This is an optimization exercise on Yosys and OpenROAD, whose aim is a short achievable clock period and few clock cycles, not a production implementation. In this exercise RTL edits were held to simulation tests only and were not proved equivalent to the original. Power figures rest on the tool's default switching activity, not on a simulated workload.

==> branch lagoon <==
==> flow/design.v <==
`timescale 1ns/1ps
`default_nettype none
module dup_compare (
    input  wire [(6 * 9)-1:0]  primary,
    input  wire [(6 * 9)-1:0]  secondary,
    output logic [6-1:0] match
);
    always_comb begin
        for (int l = 0; l < 6; l++) begin
            match[l] = (primary[l*9 +: 9] == secondary[l*9 +: 9]) &&
                       (primary[l*9 +: 9] != '0);
        end
    end
endmodule
`default_nettype wire
`timescale 1ns/1ps
`default_nettype none
module track_loader (
    input  wire                                 clk,
    input  wire                                 rst_pipe,
    input  wire                                 start,
    input  wire                                 busy,
    input  wire [3*(3 + 4 * (6 * 9))-1:0]        seed_in,
    output logic [(3 * 4 * 4)*6-1:0]        match_q,     
    output logic [(3 * 4)-1:0]                present_q,
    output logic                                valid_q      
);
    logic [(3 * 4 * 4)*6-1:0]   match_d;
    logic [(3 * 4)-1:0]           present_d;
    for (genvar gp = 0; gp < 3; gp++) begin : g_gp
        localparam int GA = (gp == 2) ? 1 : 0;
        localparam int GB = (gp == 0) ? 1 : 2;
        for (genvar a = 0; a < 4; a++) begin : g_a
            for (genvar b = 0; b < 4; b++) begin : g_b
                dup_compare u_cmp (
                    .primary   (seed_in[GA*(3 + 4 * (6 * 9)) + a*(6 * 9) +: (6 * 9)]),
                    .secondary (seed_in[GB*(3 + 4 * (6 * 9)) + b*(6 * 9) +: (6 * 9)]),
                    .match     (match_d[(gp*16 + a*4 + b)*6 +: 6])
                );
            end
        end
    end
    always_comb begin
        for (int s = 0; s < 3; s++) begin
            for (int k = 0; k < 4; k++) begin
                present_d[s*4 + k] =
                    (seed_in[s*(3 + 4 * (6 * 9)) + 4*(6 * 9) +: 3] > 3'(k));
            end
        end
    end
    always_ff @(posedge clk) begin
        match_q   <= match_d;
        present_q <= present_d;
    end
    always_ff @(posedge clk) begin
        if (rst_pipe) begin
            valid_q <= 1'b0;
        end else begin
            valid_q <= start && !busy;
        end
    end
endmodule
`default_nettype wire
`timescale 1ns/1ps
`default_nettype none
module removal_sequencer (
    input  wire                             clk,
    input  wire                             rst_pipe,
    input  wire                             start,
    input  wire [(3 * 4 * 4)*6-1:0]     match_q,
    input  wire [(3 * 4)-1:0]             present_q,
    input  wire                             valid_q,
    output logic                            busy,
    output logic [(4 + 2 + 1)-1:0]           verdict,         
    output logic                            verdict_valid,
    output logic                            done
);
    localparam int QD = 8;            
    localparam int QW = 2*(3 * 4) + 1;     
    logic [(3 * 4 * 4)-1:0]    dup_q;           
    logic [(3 * 4)-1:0]   pres_q;
    logic                   dvalid_q;
    logic [2:0] shared [(3 * 4 * 4)];
    always_comb begin
        for (int p = 0; p < (3 * 4 * 4); p++) begin
            shared[p] = '0;
            for (int l = 0; l < 6; l++) begin
                shared[p] = shared[p] + 3'(match_q[p*6 + l]);
            end
        end
    end
    always_ff @(posedge clk) begin
        for (int p = 0; p < (3 * 4 * 4); p++) begin
            dup_q[p] <= (shared[p] >= 3'(3));
        end
        pres_q <= present_q;
    end
    always_ff @(posedge clk) begin
        if (rst_pipe) begin
            dvalid_q <= 1'b0;
        end else begin
            dvalid_q <= valid_q;
        end
    end
    logic [(3 * 4)-1:0]   kept;
    logic                   hit;
    always_comb begin
        for (int k = 0; k < 4; k++) begin
            kept[k] = pres_q[k];
        end
        for (int j = 0; j < 4; j++) begin
            hit = 1'b0;
            for (int a = 0; a < 4; a++) begin
                hit = hit | (pres_q[a] & dup_q[0*16 + a*4 + j]);
            end
            kept[4+j] = pres_q[4+j] & !hit;
        end
        for (int j = 0; j < 4; j++) begin
            hit = 1'b0;
            for (int a = 0; a < 4; a++) begin
                hit = hit | (pres_q[a] & dup_q[1*16 + a*4 + j]) | (kept[4+a] & dup_q[2*16 + a*4 + j]);
            end
            kept[8+j] = pres_q[8+j] & !hit;
        end
    end
    logic [QW-1:0]  q_data [QD];
    logic [QD-1:0]  q_vld;
    logic [QW-1:0]  push_data;
    logic           push;
    logic           pop;
    logic [QD:0]    vld_up;              
    assign push      = dvalid_q;
    assign push_data = {(pres_q == '0), kept, pres_q};
    assign vld_up    = {1'b0, q_vld};
    always_ff @(posedge clk) begin
        for (int i = 0; i < QD; i++) begin
            if (pop) begin
                if (push && q_vld[i] && !vld_up[i+1]) begin
                    q_data[i] <= push_data;
                end else if (i + 1 < QD) begin
                    q_data[i] <= q_data[(i + 1 < QD) ? i + 1 : i];
                end
            end else begin
                if (push && !q_vld[i] && (i == 0 || q_vld[(i > 0) ? i - 1 : 0])) begin
                    q_data[i] <= push_data;
                end
            end
        end
    end
    always_ff @(posedge clk) begin
        if (rst_pipe) begin
            q_vld <= '0;
        end else begin
            for (int i = 0; i < QD; i++) begin
                if (pop) begin
                    q_vld[i] <= vld_up[i+1] || (push && q_vld[i]);
                end else begin
                    q_vld[i] <= q_vld[i] || (push && (i == 0 || q_vld[(i > 0) ? i - 1 : 0]));
                end
            end
        end
    end
    logic                   act;         
    logic                   empty;       
    logic [(3 * 4)-1:0]   rem;         
    logic [(3 * 4)-1:0]   kmask;
    logic [(3 * 4)-1:0]   low;         
    logic [(3 * 4)-1:0]   rem_next;
    logic [4-1:0] low_idx;
    assign low      = rem & ~(rem - 1'b1);
    assign rem_next = rem & ~low;
    assign pop      = q_vld[0] && (!act || empty);
    always_comb begin
        low_idx = '0;
        for (int i = 0; i < (3 * 4); i++) begin
            if (low[i]) begin
                low_idx = low_idx | 4'(i);
            end
        end
    end
    always_ff @(posedge clk) begin
        if (!act || empty) begin
            rem   <= q_data[0][(3 * 4)-1:0];
            kmask <= q_data[0][2*(3 * 4)-1:(3 * 4)];
            empty <= q_data[0][QW-1];
        end else begin
            rem   <= rem_next;
            empty <= (rem_next == '0);
        end
        verdict <= {low_idx, low_idx[3:2], |(low & kmask)};
    end
    always_ff @(posedge clk) begin
        if (rst_pipe) begin
            act           <= 1'b0;
            verdict_valid <= 1'b0;
            done          <= 1'b0;
        end else begin
            verdict_valid <= act && !empty;
            done          <= act && empty;
            if (!act || empty) begin
                act <= q_vld[0];
            end
        end
    end
    logic [4-1:0]  n_out;
    logic [4-1:0]  n_left;
    assign n_left = n_out - 4'(act && empty);
    always_ff @(posedge clk) begin
        if (rst_pipe) begin
            n_out <= '0;
            busy  <= 1'b0;
        end else if (start && !busy) begin
            n_out <= n_left + 1'b1;
            busy  <= (n_left >= 4'(8 - 1));
        end else begin
            n_out <= n_left;
            busy  <= (n_left >= 4'(8));
        end
    end
endmodule
`default_nettype wire
`timescale 1ns/1ps
`default_nettype none
module purge_duplicate (
    input  wire                         clk,
    input  wire                         rst_pipe,
    input  wire                         start,
    input  wire [656:0]                 seed_in,         
    output wire                         busy,
    output wire [6:0]                   verdict,         
    output wire                         verdict_valid,
    output wire                         done
);
    wire [(3 * 4 * 4)*6-1:0]    match_q;
    wire [(3 * 4)-1:0]            present_q;
    wire                            valid_q;
    track_loader u_loader (
        .clk       (clk),
        .rst_pipe  (rst_pipe),
        .start     (start),
        .busy      (busy),
        .seed_in   (seed_in),
        .match_q   (match_q),
        .present_q (present_q),
        .valid_q   (valid_q)
    );
    removal_sequencer u_seq (
        .clk           (clk),
        .rst_pipe      (rst_pipe),
        .start         (start),
        .match_q       (match_q),
        .present_q     (present_q),
        .valid_q       (valid_q),
        .busy          (busy),
        .verdict       (verdict),
        .verdict_valid (verdict_valid),
        .done          (done)
    );
endmodule
`default_nettype wire
==> flow/run.sh <==
#!/bin/bash
# synth_recipe.tcl (not shown) runs the flow's synth.tcl, then flattens the netlist and writes it again
# the make line also repeats each setting of config.mk as NAME=value (left out here)
make -C /OpenROAD-flow-scripts/flow DESIGN_CONFIG=/design/flow/config.mk WORK_HOME=/design/flow/orfs CLKGATE_MAP_FILE= SYNTH_SCRIPT=/design/flow/synth_recipe.tcl finish
==> flow/config.mk <==
export PLATFORM = sky130hd
export DESIGN_NAME = purge_duplicate
export DESIGN_NICKNAME = purge_duplicate
export VERILOG_FILES = /design/flow/design.v
export SDC_FILE = /design/flow/constraint.sdc
export NUM_CORES = 4
export LEC_CHECK = 0
export CAP_MARGIN = 20
export CORE_MARGIN = 2
export CORE_UTILIZATION = 40
export SLEW_MARGIN = 20
==> flow/constraint.sdc <==
create_clock -name core_clock -period 6.0 [get_ports {clk}]
set_input_delay 1.2000 -clock core_clock [delete_from_list [all_inputs] [get_ports {clk}]]
set_output_delay 1.2000 -clock core_clock [all_outputs]
set_load 0.01 [all_outputs]
==> branch juniper: changes against branch lagoon <==
==> flow/design.v, changed modules only <==
module removal_sequencer (
    input  wire                             clk,
    input  wire                             rst_pipe,
    input  wire                             start,
    input  wire [(3 * 4 * 4)*6-1:0]     match_q,
    input  wire [(3 * 4)-1:0]             present_q,
    input  wire                             valid_q,
    output logic                            busy,
    output logic [(4 + 2 + 1)-1:0]           verdict,         
    output logic                            verdict_valid,
    output logic                            done
);
    localparam int QD = 4;            
    localparam int QW = 2*(3 * 4) + 1;     
    logic [(3 * 4 * 4)-1:0]    dup_q;           
    logic [(3 * 4)-1:0]   pres_q;
    logic                   dvalid_q;
    logic [(3 * 4 * 4)-1:0]    dup_d;
    logic [5:0]             m;
    logic [1:0]             any_h;           
    logic [1:0]             two_h;           
    logic [1:0]             all_h;           
    always_comb begin
        for (int p = 0; p < (3 * 4 * 4); p++) begin
            m = match_q[p*6 +: 6];
            for (int h = 0; h < 2; h++) begin
                any_h[h] = m[3*h] | m[3*h+1] | m[3*h+2];
                two_h[h] = (m[3*h] & m[3*h+1]) | (m[3*h] & m[3*h+2]) | (m[3*h+1] & m[3*h+2]);
                all_h[h] = m[3*h] & m[3*h+1] & m[3*h+2];
            end
            dup_d[p] = all_h[0] | all_h[1] | (two_h[0] & any_h[1]) | (any_h[0] & two_h[1]);
        end
    end
    always_ff @(posedge clk) begin
        dup_q  <= dup_d;
        pres_q <= present_q;
    end
    always_ff @(posedge clk) begin
        if (rst_pipe) begin
            dvalid_q <= 1'b0;
        end else begin
            dvalid_q <= valid_q;
        end
    end
    logic [(3 * 4)-1:0]   kept;
    logic                   hit;
    always_comb begin
        for (int k = 0; k < 4; k++) begin
            kept[k] = pres_q[k];
        end
        for (int j = 0; j < 4; j++) begin
            hit = 1'b0;
            for (int a = 0; a < 4; a++) begin
                hit = hit | (pres_q[a] & dup_q[0*16 + a*4 + j]);
            end
            kept[4+j] = pres_q[4+j] & !hit;
        end
        for (int j = 0; j < 4; j++) begin
            hit = 1'b0;
            for (int a = 0; a < 4; a++) begin
                hit = hit | (pres_q[a] & dup_q[1*16 + a*4 + j]) | (kept[4+a] & dup_q[2*16 + a*4 + j]);
            end
            kept[8+j] = pres_q[8+j] & !hit;
        end
    end
    logic [QW-1:0]  q_data [QD];
    logic [QD-1:0]  q_vld;
    logic [QW-1:0]  push_data;
    logic           push;
    logic           pop;
    logic [QD:0]    vld_up;              
    assign push      = dvalid_q;
    assign push_data = {(pres_q == '0), kept, pres_q};
    assign vld_up    = {1'b0, q_vld};
    always_ff @(posedge clk) begin
        for (int i = 0; i < QD; i++) begin
            if (pop) begin
                if (push && q_vld[i] && !vld_up[i+1]) begin
                    q_data[i] <= push_data;
                end else if (i + 1 < QD) begin
                    q_data[i] <= q_data[(i + 1 < QD) ? i + 1 : i];
                end
            end else begin
                if (push && !q_vld[i] && (i == 0 || q_vld[(i > 0) ? i - 1 : 0])) begin
                    q_data[i] <= push_data;
                end
            end
        end
    end
    always_ff @(posedge clk) begin
        if (rst_pipe) begin
            q_vld <= '0;
        end else begin
            for (int i = 0; i < QD; i++) begin
                if (pop) begin
                    q_vld[i] <= vld_up[i+1] || (push && q_vld[i]);
                end else begin
                    q_vld[i] <= q_vld[i] || (push && (i == 0 || q_vld[(i > 0) ? i - 1 : 0]));
                end
            end
        end
    end
    logic                   act;         
    logic                   empty;       
    logic [(3 * 4)-1:0]   rem;         
    logic [(3 * 4)-1:0]   kmask;
    logic [(3 * 4)-1:0]   low;         
    logic [(3 * 4)-1:0]   rem_next;
    logic [4-1:0] low_idx;
    logic [(3 * 4)-1:0]   below;       
    always_comb begin
        below[0] = 1'b0;
        for (int i = 1; i < (3 * 4); i++) begin
            below[i] = below[i-1] | rem[i-1];
        end
    end
    assign low      = rem & ~below;
    assign rem_next = rem & ~low;
    assign pop      = q_vld[0] && (!act || empty);
    always_comb begin
        low_idx = '0;
        for (int i = 0; i < (3 * 4); i++) begin
            if (low[i]) begin
                low_idx = low_idx | 4'(i);
            end
        end
    end
    always_ff @(posedge clk) begin
        if (!act || empty) begin
            rem   <= q_data[0][(3 * 4)-1:0];
            kmask <= q_data[0][2*(3 * 4)-1:(3 * 4)];
            empty <= q_data[0][QW-1];
        end else begin
            rem   <= rem_next;
            empty <= (rem_next == '0);
        end
        verdict <= {low_idx, low_idx[3:2], |(low & kmask)};
    end
    always_ff @(posedge clk) begin
        if (rst_pipe) begin
            act           <= 1'b0;
            verdict_valid <= 1'b0;
            done          <= 1'b0;
        end else begin
            verdict_valid <= act && !empty;
            done          <= act && empty;
            if (!act || empty) begin
                act <= q_vld[0];
            end
        end
    end
    logic [3-1:0]  n_out;
    logic [3-1:0]  n_left;
    assign n_left = n_out - 3'(act && empty);
    always_ff @(posedge clk) begin
        if (rst_pipe) begin
            n_out <= '0;
            busy  <= 1'b0;
        end else if (start && !busy) begin
            n_out <= n_left + 1'b1;
            busy  <= (n_left >= 3'(4 - 1));
        end else begin
            n_out <= n_left;
            busy  <= (n_left >= 3'(4));
        end
    end
endmodule
- SETUP_SLACK_MARGIN: unset -> 4.0
==> notes <==
- Sequential power: branch juniper is smaller than branch lagoon (17%).
- In branch lagoon the global-route usage is lower than in branch juniper, by 2.0 points.
- Of branch juniper and branch lagoon, branch juniper has the higher register-to-register slack (gap 1300 ps).
- Of branch lagoon and branch juniper, branch juniper has the higher non-clock buffer count (gap 32).
- Count of clock-buffer cells in the layout: branch juniper is lower than branch lagoon (11).
- Of branch juniper and branch lagoon, branch lagoon has the higher final cell count (gap about 6%, measured against branch lagoon).
- Worst hold slack: branch lagoon is worse than branch juniper (0.64 ps).
- Of branch juniper and branch lagoon, branch lagoon has the higher sequential share of layout area (gap 2.8 points).
- In branch lagoon the combinational power is smaller than in branch juniper, by about 2%.
- Against branch juniper, the die area of branch lagoon is higher by 12%.
==> figures <==
item	branch lagoon	branch juniper
Status	timing/DRC/antenna clean	timing/DRC/antenna clean
Synthesized area per cell	9.03 um^2	8.44 um^2
Kind of critical path	in -> reg	reg -> out
Synthesized flop and latch total	576	487
Total number of vias	45940	45576
Count of filler cells inserted in the layout	12389	11170
XOR/XNOR Fraction of Synth Area	0.428	0.480
Worst vdd rail ir drop	205 uV	220 uV
Hold Crit Endpoint	u_seq.pres_q[3]$_DFF_P_	u_seq.pres_q[5]$_DFF_P_
Post-route non-filler standard cell count	7794	7347
Worst setup SP type	input pin	flip-flop
Clock sink total	576	487
Fraction of layout instances using a drive strength above 1	0.0431	0.224
GRT Util Overall	0.345	0.365
Multiplexer area fraction after synthesis	0.0252	0.00405
Instance area after placement	0.0598 mm^2	0.0539 mm^2
Final hold slack	326 ps	327 ps
Overall die width	369 um	348 um
Crit path buf inv count	2	1
Register share of total power	0.353	0.324
Clock-cell share of area	0.0367	0.0364
Multi-input logic area	0.0360 mm^2	0.0371 mm^2
Testbench counts of branch lagoon, summed over its fixed seeds: cycles 44,780.
Testbench counts of branch juniper, summed over its fixed seeds: cycles 44,780.

-- static timing again, ports no longer ideal --
How much do the figures lean on ideal ports? The routed layouts below were timed once more, with nothing changed but the port constraints.
Step 1 (the two cells are an assumption about what drives the block):
set clk [get_ports {clk}]
set_driving_cell -lib_cell sky130_fd_sc_hd__clkbuf_16 $clk
set_driving_cell -lib_cell sky130_fd_sc_hd__buf_2 [delete_from_list [all_inputs] $clk]
Step 2 moves the port delays by t, midway between the first and last clock arrival at a register: inputs arrive t later, outputs are due t later. That takes back most of the time a late clock gives input paths.
Three values: no drivers, after step 1, after step 2; two values: the first two.
| run | t, ns | setup WS [ns] | hold WS [ns] |
|---|---|---|---|
| branch lagoon | 0.699 | 2.577 / 2.627 / 1.928 | 0.326 / 0.326 / 0.326 |
| branch juniper | 0.708 | 3.694 / 3.634 / 3.250 | 0.327 / 0.327 / 0.327 |
After both steps setup and hold are still met in every run listed. For branch lagoon, which loses most, drivers alone change the setup slack by +0.050 ns; drivers and shift together by -0.649 ns.
